From an optimization exercise on the open Yosys and OpenROAD flow, aimed at small area, a short achievable clock period and few clock cycles per item; shortcuts taken in it are not production practice. In this exercise RTL edits were held to simulation tests only and were not proved equivalent to the original.

build 49:
// ex_stage_muldiv
module ex_stage_muldiv #(
  parameter int unsigned DATA_W  = 32,
  parameter int unsigned SHAMT_W = $clog2(DATA_W)
) (
  input  logic              clk,
  input  logic              rst_n,
  input  logic              pridictor_wrong,
  input  logic [3:0]        id_ex_alu_op,
  input  logic              id_ex_reg_dst,
  input  logic              id_ex_alu_src,
  input  logic              id_ex_mem_read,
  input  logic              id_ex_mem_write,
  input  logic              id_ex_mem_to_reg,
  input  logic              id_ex_reg_write,
  input  logic              id_ex_branch,
  input  logic              id_ex_branch_bne,
  input  logic [DATA_W-1:0] id_ex_reg_read_data1,
  input  logic [DATA_W-1:0] id_ex_reg_read_data2,
  input  logic [4:0]        id_ex_rs,
  input  logic [4:0]        id_ex_rt,
  input  logic [4:0]        id_ex_rd,
  input  logic [DATA_W-1:0] id_ex_sign_extended,
  input  logic [DATA_W-1:0] ex_mem_alu_result,
  input  logic [DATA_W-1:0] wb_write_data,
  input  logic [4:0]        ex_mem_rd,
  input  logic [4:0]        mem_wb_rd,
  input  logic              ex_mem_reg_write_in,
  input  logic              mem_wb_reg_write,
  output logic [DATA_W-1:0] ex_mem_alu_result_out,
  output logic [DATA_W-1:0] ex_mem_reg_read_data2,
  output logic [4:0]        ex_mem_rd_out,
  output logic              ex_mem_mem_read,
  output logic              ex_mem_mem_write,
  output logic              ex_mem_mem_to_reg,
  output logic              ex_mem_reg_write,
  output logic              ex_mem_branch,
  output logic              ex_mem_branch_bne,
  output logic [4:0]        id_ex_rt_out,
  output logic              id_ex_mem_read_out,
  output logic              ex_stall,
  output logic              md_busy
);
  localparam int unsigned W = 32;
  logic [5:0] funct;
  logic [4:0] shamt;
  logic       is_r, is_md, is_mf, flush, bubble, keep;
  assign flush = pridictor_wrong;
  assign funct = id_ex_sign_extended[5:0];
  assign shamt = id_ex_sign_extended[10:6];
  assign is_r  = (id_ex_alu_op == 4'b0010);
  assign is_md = is_r && (funct[5:2] == 4'b0110);
  assign is_mf = is_r && (funct[5:2] == 4'b0100) && !funct[0];
  ...
==> flow/config.mk <==
export PLATFORM = sky130hd
export DESIGN_NAME = ex_stage_muldiv
export DESIGN_NICKNAME = ex_stage_muldiv
export VERILOG_FILES = /design/flow/design.v
export SDC_FILE = /design/flow/constraint.sdc
export NUM_CORES = 4
export LEC_CHECK = 0
export ABC_AREA = 1
export CAP_MARGIN = 10
export CORE_MARGIN = 2
export CORE_UTILIZATION = 40
export SETUP_SLACK_MARGIN = 3.5
export SLEW_MARGIN = 10
==> flow/constraint.sdc <==
create_clock -name core_clock -period 10.0 [get_ports {clk}]
set_input_delay 2.0000 -clock core_clock [delete_from_list [all_inputs] [get_ports {clk}]]
set_output_delay 2.0000 -clock core_clock [all_outputs]
set_load 0.01 [all_outputs]
standard.sh (not shown) runs the stock make flow with config.mk's settings and CLKGATE_MAP_FILE= SYNTH_SCRIPT=/design/flow/synth_recipe.tcl, a recipe that flattens the netlist after the stock synthesis.
==> flow/flow/run.sh <==
#!/bin/bash
# Standard layout, except that the port buffers are buf_2 cells rather than the
# delay-cell buffers buffer_ports picks by default.
set -euo pipefail
export BUFFER_PORTS_ARGS="-buffer_cell sky130_fd_sc_hd__buf_2"
bash standard.sh > standard_flow.log 2>&1
Build 49 reached the end of the flow, and the finished layout is clean on the timing, DRC and antenna checks.
Testbench counts of build 49, summed over its fixed seeds: cycles 7,077, instrs 4,816.
Input-level comparison between build 47 and build 49:
# build 49
export LEC_CHECK = 0
export ABC_AREA = 1
export CAP_MARGIN = 10
export CORE_MARGIN = 2
export CORE_UTILIZATION = 40
export SETUP_SLACK_MARGIN = 3.5
export SLEW_MARGIN = 10
create_clock -name core_clock -period 10.0 [get_ports {clk}]
# build 47
export LEC_CHECK = 0
export CAP_MARGIN = 20
export CORE_MARGIN = 2
export CORE_UTILIZATION = 40
export SETUP_SLACK_MARGIN = 4.5
export SLEW_MARGIN = 20
create_clock -name core_clock -period 10.0 [get_ports {clk}]
### Flow results
- Build 47: PASS, flow complete, no timing, DRC or antenna violations
- Between build 49 and build 47, the final cell count is lower for build 47.
- In the metrics for build 49 and build 47, the one carrying the lower synthesis-to-finish area growth is build 49.
- Total wirelength of the detailed-routed design, build 49 and build 47, lower one = build 47.
- From build 49 to build 47 the numbers moved as follows: die area increased by 1700 um2 relative to the old numbers.
- Build 47 ended with less number of non-clock inverters than build 49.
- Compared with build 49, in build 47 number of DRC violations after detailed-routing iteration 0 +521; worst setup slack for register-to-register paths -0.56 ns.
- Looking at dominant combinational cell family by area after synthesis, the compound AO/OA/AOI/OAI gates result is from build 47; the simple AND/OR/NAND/NOR gates one comes from build 49.
## Diff of input files: build 52 against build 47
# build 47
export LEC_CHECK = 0
export CAP_MARGIN = 20
export CORE_MARGIN = 2
export CORE_UTILIZATION = 40
export SETUP_SLACK_MARGIN = 4.5
export SLEW_MARGIN = 20
create_clock -name core_clock -period 10.0 [get_ports {clk}]
# build 52
export LEC_CHECK = 0
export ABC_AREA = 1
export CAP_MARGIN = 20
export CORE_MARGIN = 2
export CORE_UTILIZATION = 40
export SETUP_SLACK_MARGIN = 3.5
export SLEW_MARGIN = 20
create_clock -name core_clock -period 10.0 [get_ports {clk}]
Notes after the runs:
Taking build 47 as the reference, in build 52 sequential share of layout area shows an increase of 2.1 points; via count grew by 1335; die area has decreased; multiplexer area fraction after synthesis dropped 13 points; wire length of the first global-routing pass went up by 18000 um. Higher count of placed standard cells in the final layout, fillers left out was reported by build 52, not build 47. Relative to build 47, the largest net degree at the start of global routing of build 52 is lower by 5.
> inputs changed (build 52 -> build 98)
# build 52
export LEC_CHECK = 0
export ABC_AREA = 1
export CAP_MARGIN = 20
export CORE_MARGIN = 2
export CORE_UTILIZATION = 40
export SETUP_SLACK_MARGIN = 3.5
export SLEW_MARGIN = 20
create_clock -name core_clock -period 10.0 [get_ports {clk}]
# build 98
export LEC_CHECK = 0
export CAP_MARGIN = 20
export CORE_MARGIN = 2
export CORE_UTILIZATION = 40
export SETUP_SLACK_MARGIN = 3.5
export SLEW_MARGIN = 20
create_clock -name core_clock -period 10.0 [get_ports {clk}]
Notes after the runs:
Build 52 → build 98: sequential fraction of the synthesis area down 0.49 points, number of cells on the worst reg-to-reg path up 21%, starting utilization of the core area flat, synthesized-area fraction occupied by xor and xnor cells up 0.69 points, layout sequential cell count flat.
[build 98 vs build 52] worst hold margin: lower in build 98
Area overhead of the layout relative to synthesis delta for build 98 relative to build 52: 4.5 points higher
Build 98 reached the final stage; the timing, DRC and antenna checks on its layout passed.
Build 98 vs build 52: share of the final layout cell area in multi-input gates up in build 98
On required arrival time at the worst endpoint, the higher figure sits with build 52, not build 98.

---

Another version of the RTL of ex_stage_muldiv (not shown whole).
Size in the first run: roughly 3300 cells after synthesis, ~190 flip-flops, ~26000 sq um of cells after synthesis.
clock: 10.0 ns
lec_check: 0
cap_margin: 20
core_margin: 2
core_utilization: 40
setup_slack_margin: 3.5
slew_margin: 20
run.sh (not shown) runs the stock make flow with config.mk's settings and CLKGATE_MAP_FILE= SYNTH_SCRIPT=/design/flow/synth_recipe.tcl, a recipe that flattens the netlist after the stock synthesis.
Stock flow here: none of the scripts above is used.
The baseline ran to the end with no violations.
Testbench counts at the start, summed over its fixed seeds: cycles 7,077, instrs 4,816.
==> next run, changes <==
==> flow/flow/run.sh (new file) <==
#!/bin/bash
# Standard layout, except that the port buffers are buf_2 cells rather than the
# delay-cell buffers buffer_ports picks by default.
set -euo pipefail
export BUFFER_PORTS_ARGS="-buffer_cell sky130_fd_sc_hd__buf_2"
bash standard.sh > standard_flow.log 2>&1
==> flow/standard.sh (new file) <==
#!/bin/bash
# synth_recipe.tcl (not shown) runs the flow's synth.tcl, then flattens the netlist and writes it again
# the make line also repeats each setting of config.mk as NAME=value (left out here)
make -C /OpenROAD-flow-scripts/flow DESIGN_CONFIG=/design/flow/config.mk WORK_HOME=/design/flow/orfs CLKGATE_MAP_FILE= SYNTH_SCRIPT=/design/flow/synth_recipe.tcl "${@:-finish}"
removed: flow/run.sh
The changed run completed without violations.
Critical path depth went up by 2.
Clock skew is about the same.
Register-to-register slack is about the same.
Design area went down by 4.5%.
Worst hold slack is better by 0.0076 ns.
Routed wire length went up by 1.2%.
Flip-flop and latch count does not change.
Count of clock-buffer cells in the layout went up by 3.
Core utilization went down by 2.4 points.

---

Another version of the RTL of ex_stage_muldiv (not shown whole).
Size: roughly 3,200 cells after synthesis, about 190 flip-flops, ~290 I/O pins, ~24,000 um2 of cells after synthesis.
Settings: LEC_CHECK=0, CAP_MARGIN=20, CORE_MARGIN=2, CORE_UTILIZATION=40, SETUP_SLACK_MARGIN=3.5, SLEW_MARGIN=20; clock period 10.0 ns.
Stock flow here: none of the scripts above is used.
The baseline finished but fails on antenna rules.
Testbench counts at the start, summed over its fixed seeds: cycles 7,772, instrs 4,816.
Change:
==> flow/flow/run.sh (new file) <==
#!/bin/bash
# Standard layout, except that the port buffers are buf_2 cells rather than the
# delay-cell buffers buffer_ports picks by default.
set -euo pipefail
export BUFFER_PORTS_ARGS="-buffer_cell sky130_fd_sc_hd__buf_2"
bash standard.sh > standard_flow.log 2>&1
==> flow/standard.sh (new file) <==
#!/bin/bash
# synth_recipe.tcl (not shown) runs the flow's synth.tcl, then flattens the netlist and writes it again
# the make line also repeats each setting of config.mk as NAME=value (left out here)
make -C /OpenROAD-flow-scripts/flow DESIGN_CONFIG=/design/flow/config.mk WORK_HOME=/design/flow/orfs CLKGATE_MAP_FILE= SYNTH_SCRIPT=/design/flow/synth_recipe.tcl "${@:-finish}"
removed: flow/run.sh
Effect:
- Now the flow completed without violations
- utilization drops by 3.4 points
- area after synthesis stays the same
- hold slack is better by 0.0032 ns
- sequential share of layout area climbs by 0.93 points
- cell count drops slightly
- design area drops by a few percent
- die area is unchanged

---

ex_stage_muldiv with an RTL version that a note above also has.
Size in the first run: roughly 200 flip-flops, roughly 27000 um^2 of cells after synthesis.
Settings: LEC_CHECK=0, CAP_MARGIN=20, CORE_MARGIN=2, CORE_UTILIZATION=40, SETUP_SLACK_MARGIN=3.0, SLEW_MARGIN=20; clock period 10.0 ns.
standard.sh (not shown) runs the stock make flow with config.mk's settings and CLKGATE_MAP_FILE= SYNTH_SCRIPT=/design/flow/synth_recipe.tcl, a recipe that flattens the netlist after the stock synthesis.
==> flow/flow/run.sh <==
#!/bin/bash
# Standard layout, except that the port buffers are buf_2 cells rather than the
# delay-cell buffers buffer_ports picks by default.
set -euo pipefail
export BUFFER_PORTS_ARGS="-buffer_cell sky130_fd_sc_hd__buf_2"
bash standard.sh > standard_flow.log 2>&1
Testbench counts at the start, summed over its fixed seeds: cycles 7,077, instrs 4,816.
Rerun with:
Settings changed: ABC_AREA from default to 1.
The new run passed the timing, DRC and antenna checks.
Setup slack improved by 17 ps.
Via count went up by a little under a tenth.
Area after synthesis went down by a few percent.
First-iteration DRC count went down slightly.
Cell area went down by a few percent.
Sequential share of layout area went up by 0.77 points.
Register-to-register slack improved by 30 ps.
Clock skew went up by 3.5 ps.

---

ex_stage_muldiv, a different RTL version from the one above (not shown whole).
Size in the first run: about 2900 cells after synthesis, about 180 flip-flops, roughly 23000 µm² of cells after synthesis.
Settings: LEC_CHECK=0, CAP_MARGIN=20, CORE_MARGIN=2, CORE_UTILIZATION=40, SETUP_SLACK_MARGIN=3.5, SLEW_MARGIN=20; clock period 10.0 ns.
run.sh (not shown) runs the stock make flow with config.mk's settings and CLKGATE_MAP_FILE= SYNTH_SCRIPT=/design/flow/synth_recipe.tcl, a recipe that flattens the netlist after the stock synthesis.
Stock flow here: none of the scripts above is used.
The first run completed with no timing, DRC or antenna violations.
Testbench counts at the start, summed over its fixed seeds: cycles 9,586, instrs 4,816.
Then changed:
- SETUP_SLACK_MARGIN: 3.5 -> default
Design area falls by about 14%.
Worst hold slack is worse by 0.0050 ns.
Global-route usage falls by 4.0 points.
First-iteration DRC count falls by about 13%.
Die area does not change.
Synthesized cell count is unchanged.
Routed wire length falls by 11%.

---

Another version of the RTL of ex_stage_muldiv (not shown whole).
For scale: roughly 4300 cells after synthesis, about 200 flip-flops, ~290 I/O pins, ~26000 sq um of cells after synthesis.
Design ex_stage_muldiv, start of the top module:
module ex_stage_muldiv #(
  parameter int unsigned DATA_W  = 32,
  parameter int unsigned SHAMT_W = $clog2(DATA_W)
) (
  input  logic              clk,
  input  logic              rst_n,
  input  logic              pridictor_wrong,
  input  logic [3:0]        id_ex_alu_op,
  input  logic              id_ex_reg_dst,
  input  logic              id_ex_alu_src,
  input  logic              id_ex_mem_read,
  input  logic              id_ex_mem_write,
  input  logic              id_ex_mem_to_reg,
  input  logic              id_ex_reg_write,
  input  logic              id_ex_branch,
  input  logic              id_ex_branch_bne,
  input  logic [DATA_W-1:0] id_ex_reg_read_data1,
  input  logic [DATA_W-1:0] id_ex_reg_read_data2,
  input  logic [4:0]        id_ex_rs,
  input  logic [4:0]        id_ex_rt,
  input  logic [4:0]        id_ex_rd,
  input  logic [DATA_W-1:0] id_ex_sign_extended,
  input  logic [DATA_W-1:0] ex_mem_alu_result,
  input  logic [DATA_W-1:0] wb_write_data,
  input  logic [4:0]        ex_mem_rd,
  input  logic [4:0]        mem_wb_rd,
  input  logic              ex_mem_reg_write_in,
  input  logic              mem_wb_reg_write,
  output logic [DATA_W-1:0] ex_mem_alu_result_out,
  output logic [DATA_W-1:0] ex_mem_reg_read_data2,
  output logic [4:0]        ex_mem_rd_out,
  output logic              ex_mem_mem_read,
  output logic              ex_mem_mem_write,
  output logic              ex_mem_mem_to_reg,
  output logic              ex_mem_reg_write,
  output logic              ex_mem_branch,
  output logic              ex_mem_branch_bne,
  output logic [4:0]        id_ex_rt_out,
  output logic              id_ex_mem_read_out,
  output logic              ex_stall,
  output logic              md_busy
);
export LEC_CHECK = 0
export ABC_AREA = 1
export CAP_MARGIN = 20
export CORE_MARGIN = 2
export CORE_UTILIZATION = 40
export SETUP_SLACK_MARGIN = 3.0
export SLEW_MARGIN = 20
create_clock -name core_clock -period 10.0 [get_ports {clk}]
standard.sh (not shown) runs the stock make flow with config.mk's settings and CLKGATE_MAP_FILE= SYNTH_SCRIPT=/design/flow/synth_recipe.tcl, a recipe that flattens the netlist after the stock synthesis.
Scripts as last shown in full above: flow/flow/run.sh
Testbench counts at the start, summed over its fixed seeds: cycles 7,077, instrs 4,816.
==> next run, changes <==
SETUP_SLACK_MARGIN = 3.5   (was 3.0)
What happened:
- The changed run completed without violations
- clock skew climbs by 0.0030 ns
- die area does not change
- register-to-register slack gains 0.29 ns
- sequential cell count is unchanged
- cell count climbs by 0.77%
- fmax climbs by 4.5%
- global-route usage is about the same
- hold slack loses 0.0056 ns

re-timing with driven ports:
Ports are ideal in the flow. The routed layouts listed here were re-timed in OpenROAD. Step 1: set_driving_cell puts a clkbuf_16 on clk and a buf_2 on each other input, an assumption about the parent block. Step 2, shift: input delay + t, output delay - t, t = (earliest + latest rising clock arrival at the registers) / 2. This alone moves slack from input paths to output paths. Three values: ideal, step 1, step 2; two values: the first two.
| run | shift t [ns] | slack for setup (ns) | latest minus earliest clock arrival (ns) |
|---|---|---|---|
| build 49 | 0.588 | 3.625 / 3.625 / 3.114 | 0.019 / 0.018 |
| build 47 | 0.562 | 3.063 / 3.063 / 3.063 | 0.023 / 0.023 |
| build 52 | 0.590 | 3.604 / 3.604 / 3.090 | 0.018 / 0.018 |
| build 98 | 0.562 | 3.137 / 3.137 / 3.036 | 0.029 / 0.029 |
| the first run of note 2 | 0.591 | 2.794 / 2.794 / 2.794 | 0.019 / 0.019 |
| the second run of note 2 | 0.583 | 2.787 / 2.787 / 2.787 | 0.021 / 0.021 |
| the first run of note 3 | 0.574 | 3.252 / 3.252 / 2.880 | 0.018 / 0.018 |
| the second run of note 3 | 0.570 | 3.246 / 3.246 / 2.797 | 0.030 / 0.030 |
| the first run of note 4 | 0.560 | 3.116 / 3.116 / 2.582 | 0.020 / 0.020 |
| the second run of note 4 | 0.589 | 3.133 / 3.150 / 2.585 | 0.023 / 0.022 |
| the first run of note 5 | 0.573 | 2.900 / 2.900 / 2.900 | 0.018 / 0.017 |
| the second run of note 5 | 0.587 | 0.589 / 0.589 / 0.589 | 0.016 / 0.015 |
| the first run of note 6 | 0.577 | 3.171 / 3.171 / 2.738 | 0.018 / 0.017 |
| the second run of note 6 | 0.586 | 3.465 / 3.465 / 3.220 | 0.022 / 0.022 |
For the second run of note 4, which loses most, drivers alone change the setup slack by +0.017 ns; drivers and shift together by -0.548 ns.
